From an optimization exercise on the open Yosys and OpenROAD flow, aimed at small area, a short achievable clock period and few clock cycles per item; shortcuts taken in it are not production practice. Only simulation tests tie the RTL to the original design; equivalence was not proved. Power figures rest on the tool's default switching activity, not on a simulated workload.

## flow/config.mk

```make
export PLATFORM = sky130hd
export DESIGN_NAME = rv_multicycle_core
export DESIGN_NICKNAME = rv_multicycle_core
export VERILOG_FILES = /design/flow/design.v
export SDC_FILE = /design/flow/constraint.sdc
export NUM_CORES = 4
export LEC_CHECK = 0
export CAP_MARGIN = 20
export CELL_PAD_IN_SITES_DETAIL_PLACEMENT = 2
export CELL_PAD_IN_SITES_GLOBAL_PLACEMENT = 2
export CORE_MARGIN = 2
export CORE_UTILIZATION = 30
export SLEW_MARGIN = 20
```

## flow/constraint.sdc

```tcl
create_clock -name core_clock -period 7.0 [get_ports {clk}]
set_input_delay 1.4000 -clock core_clock [delete_from_list [all_inputs] [get_ports {clk}]]
set_output_delay 1.4000 -clock core_clock [all_outputs]
set_load 0.01 [all_outputs]
```

## flow/design.v

```verilog
module rv_multicycle_core #(
  parameter int unsigned     XLEN     = 32,
  parameter int unsigned     NREGS    = 32,
  parameter logic [XLEN-1:0] PC_RESET = '0
) (
  input  logic            clk,
  input  logic            reset,
  output logic            imem_req,
  output logic [XLEN-1:0] imem_addr,
  input  logic            imem_rvalid,
  input  logic [31:0]     imem_rdata,
  input  logic [4:0]      dbg_addr,
  output logic [XLEN-1:0] dbg_data,
  output logic            retire,
  output logic            zero_f,
  output logic            halt
);
  localparam int unsigned SW = $clog2(XLEN);
  localparam int unsigned IW = $clog2(NREGS);
  localparam logic [6:0] OPC_R = 7'b0110011;
  localparam logic [6:0] OPC_I = 7'b0010011;
  typedef enum logic [2:0] {
    S_FETCH, S_DECODE, S_EXECUTE, S_WRITEBACK, S_HALT
  } state_t;
  state_t          state;
  logic [31:0]     ir;
  logic [XLEN-1:0] pc;
  logic [XLEN-1:0] op_a;
  logic [XLEN-1:0] op_b;
  logic [XLEN-1:0] result_q;
  logic [2:0]      f3_q;
  logic            alt_q;
  logic [4:0]      rd_q;
  logic [XLEN-1:0] regs [NREGS];
  logic [6:0]      opcode;
  logic [2:0]      funct3;
  logic [6:0]      funct7;
  logic [4:0]      rd;
  logic [4:0]      rs1;
  logic [4:0]      rs2;
  logic [XLEN-1:0] imm;
  assign opcode = ir[6:0];
  assign rd     = ir[11:7];
  assign funct3 = ir[14:12];
  assign rs1    = ir[19:15];
  assign rs2    = ir[24:20];
  assign funct7 = ir[31:25];
  assign imm    = {{(XLEN-12){ir[31]}}, ir[31:20]};
  assign imem_addr = pc;
  logic [XLEN-1:0] rs1_val;
  logic [XLEN-1:0] rs2_val;
  always_comb begin
    rs1_val  = '0;
    rs2_val  = '0;
    dbg_data = '0;
    if (rs1 != 5'd0 && 32'(rs1) < NREGS) rs1_val = regs[rs1[IW-1:0]];
    if (rs2 != 5'd0 && 32'(rs2) < NREGS) rs2_val = regs[rs2[IW-1:0]];
    if (dbg_addr != 5'd0 && 32'(dbg_addr) < NREGS) dbg_data = regs[dbg_addr[IW-1:0]];
  end
  logic shift_hi_zero;
  logic shift_hi_sra;
  logic illegal_c;
  logic alt_c;
  logic is_r;
  always_comb begin
    shift_hi_zero = (XLEN == 64) ? (ir[31:26] == 6'b000000) : (ir[31:25] == 7'b0000000);
    shift_hi_sra  = (XLEN == 64) ? (ir[31:26] == 6'b010000) : (ir[31:25] == 7'b0100000);
    illegal_c = 1'b0;
    alt_c     = 1'b0;
    is_r      = 1'b0;
    case (opcode)
      OPC_R: begin
        is_r  = 1'b1;
        alt_c = (funct7 == 7'b0100000);
        if (!(funct7 == 7'b0000000 || (alt_c && (funct3 == 3'b000 || funct3 == 3'b101))))
          illegal_c = 1'b1;
      end
      OPC_I: begin
        case (funct3)
          3'b001: illegal_c = !shift_hi_zero;
          3'b101: begin
            alt_c     = shift_hi_sra;
            illegal_c = !(shift_hi_zero || shift_hi_sra);
          end
          default: ;
        endcase
      end
      default: illegal_c = 1'b1;
    endcase
    if (NREGS < 32 && (rd[4] || rs1[4] || (is_r && rs2[4]))) illegal_c = 1'b1;
  end
  logic [SW-1:0]   shamt;
  logic [XLEN-1:0] alu_c;
  always_comb begin
    shamt = op_b[SW-1:0];
    case (f3_q)
      3'b000:  alu_c = alt_q ? (op_a - op_b) : (op_a + op_b);
      3'b001:  alu_c = op_a << shamt;
      3'b010:  alu_c = XLEN'($signed(op_a) < $signed(op_b));
      3'b011:  alu_c = XLEN'(op_a < op_b);
      3'b100:  alu_c = op_a ^ op_b;
      3'b101:  alu_c = alt_q ? XLEN'($signed(op_a) >>> shamt) : (op_a >> shamt);
      3'b110:  alu_c = op_a | op_b;
      default: alu_c = op_a & op_b;
    endcase
  end
  always_ff @(posedge clk or negedge reset) begin
    if (!reset) begin
      state    <= S_FETCH;
      pc       <= PC_RESET;
      ir       <= '0;
      op_a     <= '0;
      op_b     <= '0;
      result_q <= '0;
      f3_q     <= '0;
      alt_q    <= 1'b0;
      rd_q     <= '0;
      imem_req <= 1'b0;
      retire   <= 1'b0;
      zero_f   <= 1'b0;
      halt     <= 1'b0;
      for (int unsigned i = 0; i < NREGS; i++) regs[IW'(i)] <= '0;
    end else begin
      retire <= 1'b0;
      case (state)
        S_FETCH: begin
          if (imem_req && imem_rvalid) begin
            ir       <= imem_rdata;
            imem_req <= 1'b0;
            state    <= S_DECODE;
          end else begin
            imem_req <= 1'b1;
          end
        end
        S_DECODE: begin
          if (illegal_c) begin
            halt  <= 1'b1;
            state <= S_HALT;
          end else begin
            op_a  <= rs1_val;
            op_b  <= is_r ? rs2_val : imm;
            f3_q  <= funct3;
            alt_q <= alt_c;
            rd_q  <= rd;
            state <= S_EXECUTE;
          end
        end
        S_EXECUTE: begin
          result_q <= alu_c;
          zero_f   <= (alu_c == '0);
          retire   <= 1'b1;
          state    <= S_WRITEBACK;
        end
        S_WRITEBACK: begin
          if (rd_q != 5'd0) regs[rd_q[IW-1:0]] <= result_q;
          pc       <= pc + XLEN'(4);
          imem_req <= 1'b1;
          state    <= S_FETCH;
        end
        S_HALT: begin
          imem_req <= 1'b0;
          halt     <= 1'b1;
        end
        default: state <= S_HALT;
      endcase
    end
  end
endmodule
```

## flow/run.sh

```bash
#!/bin/bash
# synth_recipe.tcl (not shown) runs the flow's synth.tcl, then flattens the netlist and writes it again
# the make line also repeats each setting of config.mk as NAME=value (left out here)
make -C /OpenROAD-flow-scripts/flow DESIGN_CONFIG=/design/flow/config.mk WORK_HOME=/design/flow/orfs CLKGATE_MAP_FILE= SYNTH_SCRIPT=/design/flow/synth_recipe.tcl finish
```

==> results.py, run 1 <==
metrics = {
    "power_and_ir_drop": {
        "irDropWorstVdd_uv": 310.7,
        "p_leak_nw": 34.70,
        "swShare": 0.3560,
        "seqPwrFrac": 0.385,
        "clkPwrFrac": 0.424,
        "p_sw_mw": 6.520,
        "power_mw": 18.32,
        "p_per_area_nw_per_um2": 225.5,
        "combPwrFrac": 0.191,
        "intPower_mw": 11.80,
    },
    "clocking": {
        "cts-htree-levels": 4,
        "clockBufferDepth": 3,
        "cts_tree": "built",
        "clk_latency_ps": 870,
        "cts_buffers": 141,
        "hold_buffers": 0,
        "cts_setup_buffers": 0,
        "cts.sinks": 1166,
        "path_clk_slew_ps": 70,
        "cts-root-buf": "clkbuf_16",
        "postCtsResizedCells": 0,
    },
    "place": {
        "place_congestion": 1.033,
        "portBuffers": 105,
        "dpl.hpwl_um": 332200,
    },
    "synth": {
        "synthSimpleGateAreaFrac": 0.09401,
        "yosys_warnings": 2,
        "async_flop_share": 1.000,
        "ys_seq_area_frac": 0.4174,
        "netlist_instances": 6675,
        "muxShareOfSynthArea": 0.1906,
        "synth_edf_count": 0,
        "synth_compound_area_frac": 0.2309,
        "syn_area_sq_um": 69910,
        "synth_flop_cell": "dfrtp_1",
        "synthAdderAreaFrac": 0.01811,
        "synthXorXnorAreaFrac": 0.006389,
        "synth_top_family_by_area": "compound AO/OA/AOI/OAI gates",
        "synth_seq_cells": 1166,
        "ys_types": 97,
        "syn_avg_cell_area_sq_um": 10.47,
    },
    "critical_path": {
        "rrSetupSlack_ps": 1200,
        "r2r_cells": 14,
        "startpoint": "dbg_addr[0]",
        "crit_path_cell_trace": "clkdlybuf4s50_1, nand2b_1, buf_4, nor2_4, buf_4, a22oi_1, nand3_1, or4_1, clkdlybuf4s50_1",
        "timing.rr.start": "op_b[2]",
        "cpPeakStageDelay_ps": 870,
        "critPathLaunchType": "input pin",
        "setup.worst_path.end": "dbg_data[13]",
        "endpoint_kind": "primary output",
        "rr_endpoint": "zero_f",
        "slowest_stage": "nor2_4",
        "required_ps": 5600,
        "path_class": "in2out",
        "cp_max_fo": 16,
        "arrival_ps": 5390,
    },
    "floorplan": {
        "die_h_um": 486.7,
        "rows": 177,
        "dieArea_sq_um": 236900,
        "io_pins": 108,
        "core-area_sq_um": 232100,
        "die_w_um": 486.7,
        "start_util": 0.3012,
    },
    "hold_path": {
        "hp-class": "in2async",
    },
    "layout": {
        "final_nets": 6750,
        "mostFrequentLayoutCell": "dfrtp_1",
        "fill_cells": 24527,
        "multi_input_area_sq_um": 38810,
        "mostFrequentLayoutCells": "dfrtp_1, mux2_2, a22oi_1",
        "seqCellArea_sq_um": 29200,
        "area.growth.synth_to_final_pct": 16.19,
        "drive_gt1_frac": 0.2777,
    },
    "route": {
        "viasPerCell": 7.419,
        "wire_per_inst_um": 51.57,
        "ant_nets": 0,
        "drc": 0,
        "routed_wl_um": 504700,
        "drt_iter0_markers": 11859,
        "vias": 72607,
        "dr.pass1.iters": 11,
    },
    "sta": {
        "min_period_ps": 6791,
        "layout_worst_path_cycle_share": 0.9702,
        "slew_viol_final": 0,
        "grt_setup_unrepaired": "no",
        "hold_viol_final": 0,
        "skew_ps": 39.30,
        "slew-limit-headroom": 0.09322,
        "tightest_slew_ps": 1350,
        "max_clock_freq_ghz": 0.1472,
        "tns_ps": 0,
        "setup_viol": 0,
    },
    "global_routing": {
        "antenna_found_initial": 46,
        "first_global_vias": 71903,
        "gr-total-overflow": 0,
        "track_usage": 0.4146,
        "grt_pass1_wl_um": 672900,
        "grt_max_degree": 158,
    },
    "outcome": {
        "status": "timing/DRC/antenna clean",
    },
    "run": {
        "cap_viol_max_count": 0,
    },
}
-- Yosys cell counts, drive strengths merged, types with 13 or more instances --
cell     number  area share
nor2        322       0.017
a221oi      293       0.037
nor2b        29      0.0026
ha           98       0.018
a211oi       46      0.0049
inv         101      0.0054
a31oi        22      0.0022
o21bai       13      0.0014
a21o         15      0.0016
mux4         45       0.014
o211ai       31      0.0033
or2          13      0.0012
or4          30      0.0033
nand3       221       0.016
nand2b       29      0.0026
xor2         13      0.0016
and2         13      0.0012
a21oi       231       0.017
o31ai        18      0.0019
nor3         69      0.0050
nand4       178       0.016
xnor2        38      0.0048
dfrtp      1166        0.42
or3          29      0.0026
nand2       286       0.015
mux2i        53      0.0078
o21ai       124      0.0089
mux2       1045        0.17
and3         24      0.0021
o22ai        54      0.0048
a22o        283       0.035
buf         135      0.0088
a22oi       765       0.082
clkbuf      528       0.028
a222oi       98       0.014
nor4         47      0.0042
o2111ai      13      0.0016
-- cell families after synthesis --
kind of cell	after synthesis
AOI/OAI and AO/OA	2122
and+or+nand+nor	1328
DFF	1166
muxes	1143
buffers and inverters	764
adders and majority gates	100
xor gates and xnor gates	51
other	1
-- state kept, by name, summed over array words and instances (netlist names) --
signal / count
regs: 992
ir: 32
op_a: 32
op_b: 32
result_q: 32
pc: 30
rd_q: 5
f3_q: 3
state: 3
alt_q: 1
halt: 1
imem_req: 1
retire: 1
zero_f: 1
-- final cells by class --
cell class | instances | area share
Antenna cell | 24 | 0.0007394
Tap cell | 3043 | 0.04687
Clock inverter | 57 | 0.008764
Clock buffer | 195 | 0.04952
Inverter | 101 | 0.004667
Timing Repair Buffer | 454 | 0.05216
Sequential cell | 1166 | 0.3595
Multi-Input combinational cell | 4746 | 0.4778
-- per-layer routing --
metal,part of all wire,GRT usage
met3,0.12,0.1560
met2,0.42,0.5972
met1,0.38,0.5093
met4,0.084,0.2888
met5,0.00088,0
-- power by group through the flow --
stage | Clock, mW | Combinational [mW] | Sequential (mW)
after floorplan | 0 | 0.931 | 7.02
after global placement | 0 | 3.09 | 7.15
after detailed placement | 0 | 3.11 | 7.16
after CTS | 7.85 | 3.12 | 7.04
after global routing | 8.11 | 3.27 | 7.05
final | 7.78 | 3.50 | 7.05
-- worst min path at each step --
stage / start / endpoint / cells after the start
finish: reset / op_a[4] / 1
global placement: pc[31] / pc[31] / 1
floorplan: ir[7] / rd_q[0] / 2
CTS: pc[11] / pc[11] / 1
global route: reset / op_a[4] / 1
detailed placement: pc[11] / pc[11] / 1
-- through the flow --
step                setup slack [ps]  hold WS [ps]  utilization  cells  area [sq um]
floorplan                       2535         434.8            -   6676         69920
global placement               447.0         462.7       0.3278   9497         76090
detailed placement             443.9         481.1       0.3282   9500         76170
CTS                            447.9         488.9       0.3486   9752         80900
global route                   305.3         517.5       0.3498   9767         81180
finish                         208.7         433.2       0.3500   9786         81230
-- worst max-delay path, delay by kind of cell --
| kind | cells | cell delay [ps] |
|---|---|---|
| AND/OR/NAND/NOR | 4 | 1900 |
| buffers and inverters | 4 | 1950 |
| AO/OA/AOI/OAI | 1 | 120 |
Testbench counts, summed over its fixed seeds: cycles 14,253, instrs 3,200.
==> run 2, diff against run 1 <==
==> flow/design.v (replaced) <==
module rv_multicycle_core #(
  parameter int unsigned     XLEN     = 32,
  parameter int unsigned     NREGS    = 32,
  parameter logic [XLEN-1:0] PC_RESET = '0
) (
  input  logic            clk,
  input  logic            reset,
  output logic            imem_req,
  output logic [XLEN-1:0] imem_addr,
  input  logic            imem_rvalid,
  input  logic [31:0]     imem_rdata,
  input  logic [4:0]      dbg_addr,
  output logic [XLEN-1:0] dbg_data,
  output logic            retire,
  output logic            zero_f,
  output logic            halt
);
  localparam logic [6:0] OPC_R = 7'b0110011;
  localparam logic [6:0] OPC_I = 7'b0010011;
  logic        req_q;
  logic [29:0] pc_q;
  logic        acc;
  assign imem_req  = req_q;
  assign imem_addr = {pc_q, 2'b00};
  assign acc       = req_q & imem_rvalid;
  logic [31:0] w;
  logic [4:0]  w_rs1, w_rs2;
  logic [2:0]  w_f3;
  logic        w_is_r, w_legal;
  assign w      = imem_rdata;
  assign w_rs1  = w[19:15];
  assign w_rs2  = w[24:20];
  assign w_f3   = w[14:12];
  assign w_is_r = w[5];
  always_comb begin
    w_legal = 1'b0;
    if (w[6:0] == OPC_R)
      w_legal = (w[31:25] == 7'b0000000) ||
                (w[31:25] == 7'b0100000 && (w_f3 == 3'b000 || w_f3 == 3'b101));
    else if (w[6:0] == OPC_I) begin
      if (w_f3 == 3'b001)      w_legal = (w[31:25] == 7'b0000000);
      else if (w_f3 == 3'b101) w_legal = (w[31:25] == 7'b0000000) || (w[31:25] == 7'b0100000);
      else                     w_legal = 1'b1;
    end
  end
  logic [31:0] regs [1:31];
  logic [31:0] rs1_val, rs2_val;
  always_comb begin
    rs1_val  = '0;
    rs2_val  = '0;
    dbg_data = '0;
    if (w_rs1 != 5'd0)    rs1_val  = regs[w_rs1];
    if (w_rs2 != 5'd0)    rs2_val  = regs[w_rs2];
    if (dbg_addr != 5'd0) dbg_data = regs[dbg_addr];
  end
  logic        ex_v;
  logic [31:0] op_a, op_b;
  logic [2:0]  ex_f3;
  logic        ex_alt;
  logic [4:0]  ex_rd;
  logic [31:0] alu;
  logic        fwd1, fwd2;
  assign fwd1 = ex_v && (ex_rd == w_rs1) && (w_rs1 != 5'd0);
  assign fwd2 = ex_v && (ex_rd == w_rs2) && (w_rs2 != 5'd0);
  logic [32:0] diff;
  logic        lt_s, lt_u;
  logic [4:0]  shamt;
  assign diff  = {1'b0, op_a} - {1'b0, op_b};
  assign lt_u  = diff[32];
  assign lt_s  = (op_a[31] != op_b[31]) ? op_a[31] : diff[31];
  assign shamt = op_b[4:0];
  always_comb begin
    case (ex_f3)
      3'b000:  alu = ex_alt ? diff[31:0] : (op_a + op_b);
      3'b001:  alu = op_a << shamt;
      3'b010:  alu = {31'd0, lt_s};
      3'b011:  alu = {31'd0, lt_u};
      3'b100:  alu = op_a ^ op_b;
      3'b101:  alu = ex_alt ? 32'($signed(op_a) >>> shamt) : (op_a >> shamt);
      3'b110:  alu = op_a | op_b;
      default: alu = op_a & op_b;
    endcase
  end
  always_ff @(posedge clk) begin
    op_a   <= fwd1 ? alu : rs1_val;
    op_b   <= w_is_r ? (fwd2 ? alu : rs2_val) : {{20{w[31]}}, w[31:20]};
    ex_f3  <= w_f3;
    ex_alt <= w[30] & (w_is_r | w[12]);
    ex_rd  <= w[11:7];
    zero_f <= (alu == 32'd0);
  end
  always_ff @(posedge clk) begin
    for (int i = 1; i < 32; i++) begin
      if (!reset) regs[i] <= '0;
      else if (ex_v && ex_rd == 5'(i)) regs[i] <= alu;
    end
  end
  always_ff @(posedge clk or negedge reset) begin
    if (!reset) begin
      req_q  <= 1'b0;
      pc_q   <= '0;
      ex_v   <= 1'b0;
      retire <= 1'b0;
      halt   <= 1'b0;
    end else begin
      retire <= ex_v;
      ex_v   <= acc & w_legal;
      if (acc) pc_q <= pc_q + 30'd1;
      if (acc & ~w_legal) halt <= 1'b1;
      req_q  <= ~(halt | (acc & ~w_legal));
    end
  end
endmodule
==> run 2 against run 1 <==
Effect of this change:
- the layout now fails its checks (negative setup slack)
- die area down 5.3%
- power decreased by 11%
- routed wire length is 14% higher
- largest cell class unchanged
- synthesized cell count increased by 24%
- area after synthesis down 5.4%
- sequential power fell by 9.8%
- first-iteration DRC count up 29%
- non-clock buffer count up 118
- combinational power decreased by 42%
- via count is 16% higher
- clock power rose by 0.6%
==> results.py, run 2 <==
metrics = {
    "layout": {
        "seqCellArea_sq_um": 22210,
        "reg_top3": "regs (992), op_a (32), op_b (32)",
        "multi_input_area_sq_um": 41490,
        "top_register": "regs",
        "fill_cells": 24517,
        "final_nets": 8266,
        "utilization": 0.3563,
        "final_cells": 11154,
        "mostFrequentLayoutCell": "nand2_1",
        "area.growth.synth_to_final_pct": 18.23,
        "mostFrequentLayoutCells": "nand2_1, dfxtp_1, a22oi_1",
        "drive_gt1_frac": 0.1238,
        "design_area_sq_um": 78210,
        "largest_reg_flops": 992,
    },
    "outcome": {
        "status": "failed layout checks",
        "so.violations": "negative setup slack",
    },
    "critical_path": {
        "required_ps": 5600,
        "cp_max_fo": 18,
        "path_class": "in2out",
        "arrival_ps": 5670,
        "critPathLaunchType": "input pin",
        "endpoint_kind": "primary output",
    },
    "floorplan": {
        "dieArea_sq_um": 224300,
        "die_w_um": 473.6,
        "start_util": 0.3013,
        "core-area_sq_um": 219500,
        "die_h_um": 473.6,
        "rows": 172,
        "io_pins": 108,
    },
    "clocking": {
        "cts-root-buf": "clkbuf_16",
        "cts-htree-levels": 4,
        "postCtsResizedCells": 0,
        "path_clk_slew_ps": 60,
        "cts_buffers": 140,
        "hold_buffers": 0,
        "clk_latency_ps": 860,
        "cts.sinks": 1100,
        "clockBufferDepth": 3,
        "cts_setup_buffers": 0,
        "cts_tree": "built",
    },
    "route": {
        "wire_per_inst_um": 51.67,
        "vias": 84326,
        "drc": 0,
        "ant_nets": 0,
        "routed_wl_um": 576300,
        "viasPerCell": 7.560,
        "drt_iter0_markers": 15247,
        "dr.pass1.iters": 14,
    },
    "synth": {
        "synthTopCellsByArea": "dfxtp_1, nand2_1, a22oi_1, o211a_1, a221oi_1",
        "yosysTopAreaCell": "dfxtp_1",
        "async_flop_share": 0.03091,
        "synthTopCellsByCount": "nand2_1, dfxtp_1, clkbuf_1",
        "ys_types": 86,
        "syn_area_sq_um": 66150,
        "synth_seq_cells": 1100,
        "ys_seq_area_frac": 0.3355,
        "synth_edf_count": 0,
        "synth_top_cell_area_share": 0.3226,
        "synth_flop_cell": "dfxtp_1",
        "synth.most_common_cell": "nand2_1",
        "syn_avg_cell_area_sq_um": 7.994,
        "yosys_warnings": 34,
        "netlist_instances": 8275,
    },
    "global_routing": {
        "grt.busiest_layer": "met2",
        "met3_usage": 0.1865,
        "antenna_found_initial": 86,
        "first_global_vias": 81005,
        "track_usage": 0.4949,
        "grt_pass1_wl_um": 757900,
        "met1_usage": 0.6062,
        "grt_util_met2": 0.6974,
        "grt_max_degree": 192,
        "gr-total-overflow": 0,
    },
    "sta": {
        "layout_setup_ws_ps": -74.06,
        "hold_viol_final": 0,
        "min_period_ps": 7074,
        "skew_ps": 62.40,
        "slew-limit-headroom": 0.1034,
        "grt_setup_unrepaired": "no",
        "max_clock_freq_ghz": 0.1414,
        "slew_viol_final": 0,
        "tns_ps": -74.06,
        "setup_viol": 1,
        "layout_worst_path_cycle_share": 1.011,
        "tightest_slew_ps": 1345,
    },
    "place": {
        "placed_area_sq_um": 73190,
        "dpl.hpwl_um": 377900,
        "dp.cells": 10850,
        "portBuffers": 105,
        "place_congestion": 1.029,
        "post-place-ws_ps": 217.6,
    },
    "run": {
        "cap_viol_max_count": 0,
    },
    "hold_path": {
        "hp-class": "reg2reg",
    },
    "power_and_ir_drop": {
        "p_per_area_nw_per_um2": 207.3,
        "p_leak_nw": 30.65,
        "irDropWorstVdd_uv": 253.0,
    },
}
[run 2: kinds of logic (layout without fill, tap and decap cells)]
logic type	after synthesis	count (layout)	share of synthesized area
simple gates	2847	2847	0.1898
compound gates	3065	3065	0.3598
xor+xnor	52	52	0.006885
buf+inv	962	914	0.05646
flops	1100	1100	0.3355
other cells	1	57	0.00005669
fa+ha+maj	101	101	0.01944
mux	147	147	0.03214
[run 2: layout make-up]
type                            instances  share of cell area
Multi-Input combinational cell       6214              0.5305
Clock inverter                         51            0.009023
Antenna cell                           55            0.001760
Timing Repair Buffer                  572             0.07204
Sequential cell                      1100              0.2839
Clock buffer                          194             0.05215
Tap cell                             2871             0.04593
Inverter                               97            0.004655
[run 2: final timing paths]
path / slack (ps) / end / from / cells past startpoint
min in group asynchronous: 1160 / pc_q[16] / reset / 2
worst max-delay path: -70 / dbg_data[2] / dbg_addr[4] / 11
worst max register to register: 900 / regs[6][0] / op_a[0] / 26
max in group asynchronous: 5340 / pc_q[3] / reset / 2
worst min-delay path: 390 / retire / ex_v / 0
worst min register to register: 390 / retire / ex_v / 0
[run 2: metal layers]
metal  routed length (um)  vias to the layer above
met5                  605                        -
met4                52760                       64
met3                72440                     2539
met2               231100                     7444
met1               219400                    43371
li1                     -                    30908
[run 2: through the flow]
step	hold slack, ps	power (mW)
after detailed placement	377.0	8.415
after global placement	361.2	8.390
after floorplan	351.9	7.401
after global routing	405.9	16.51
final	387.3	16.22
after CTS	389.3	16.13
[run 2: power breakdown]
group,internal [mW],switching [mW],total (mW)
Combinational,0.491,1.53,2.02
Sequential,6.30,0.0650,6.36
Clock,4.53,3.30,7.83
[run 2: worst max-delay path, cell delays in order]
cell             delay, ps
clkdlybuf4s50_1        560
nand2b_1               490
nor2_4                1100
buf_4                  470
a22o_1                 200
a221oi_1                50
nand4_1                130
nor3_1                 160
buf_4                  190
nor2_1                 220
clkdlybuf4s50_1        600
Testbench counts of run 2, summed over its fixed seeds: cycles 4,589, instrs 3,200.

-- re-timing with driven ports --
In the flow no input, the clock included, has a driving cell. The finished layouts below were timed again as built, in two steps.
Step 1: set_driving_cell puts a clkbuf_16 on clk and a buf_2 on each other input, an assumption about the parent block.
Step 2, shift: input delay + t, output delay - t, t = (earliest + latest rising clock arrival at the registers) / 2. This alone moves slack from input paths to output paths.
Three values: ideal ports, drivers, drivers and shift; two values: the first two.
| run | t, ns | setup WS [ns] | clock arrival spread, ns | slew at the worst register clock pin (ns) |
|---|---|---|---|---|
| run 1 | 0.937 | 0.209 / 0.181 / 0.181 | 0.044 / 0.044 | 0.07 / 0.07 |
| run 2 | 0.937 | -0.074 / -0.191 / -0.191 | 0.062 / 0.062 | 0.08 / 0.08 |
The setup slack of run 2, which loses most, moves by -0.117 ns with the drivers and by -0.117 ns with both steps.
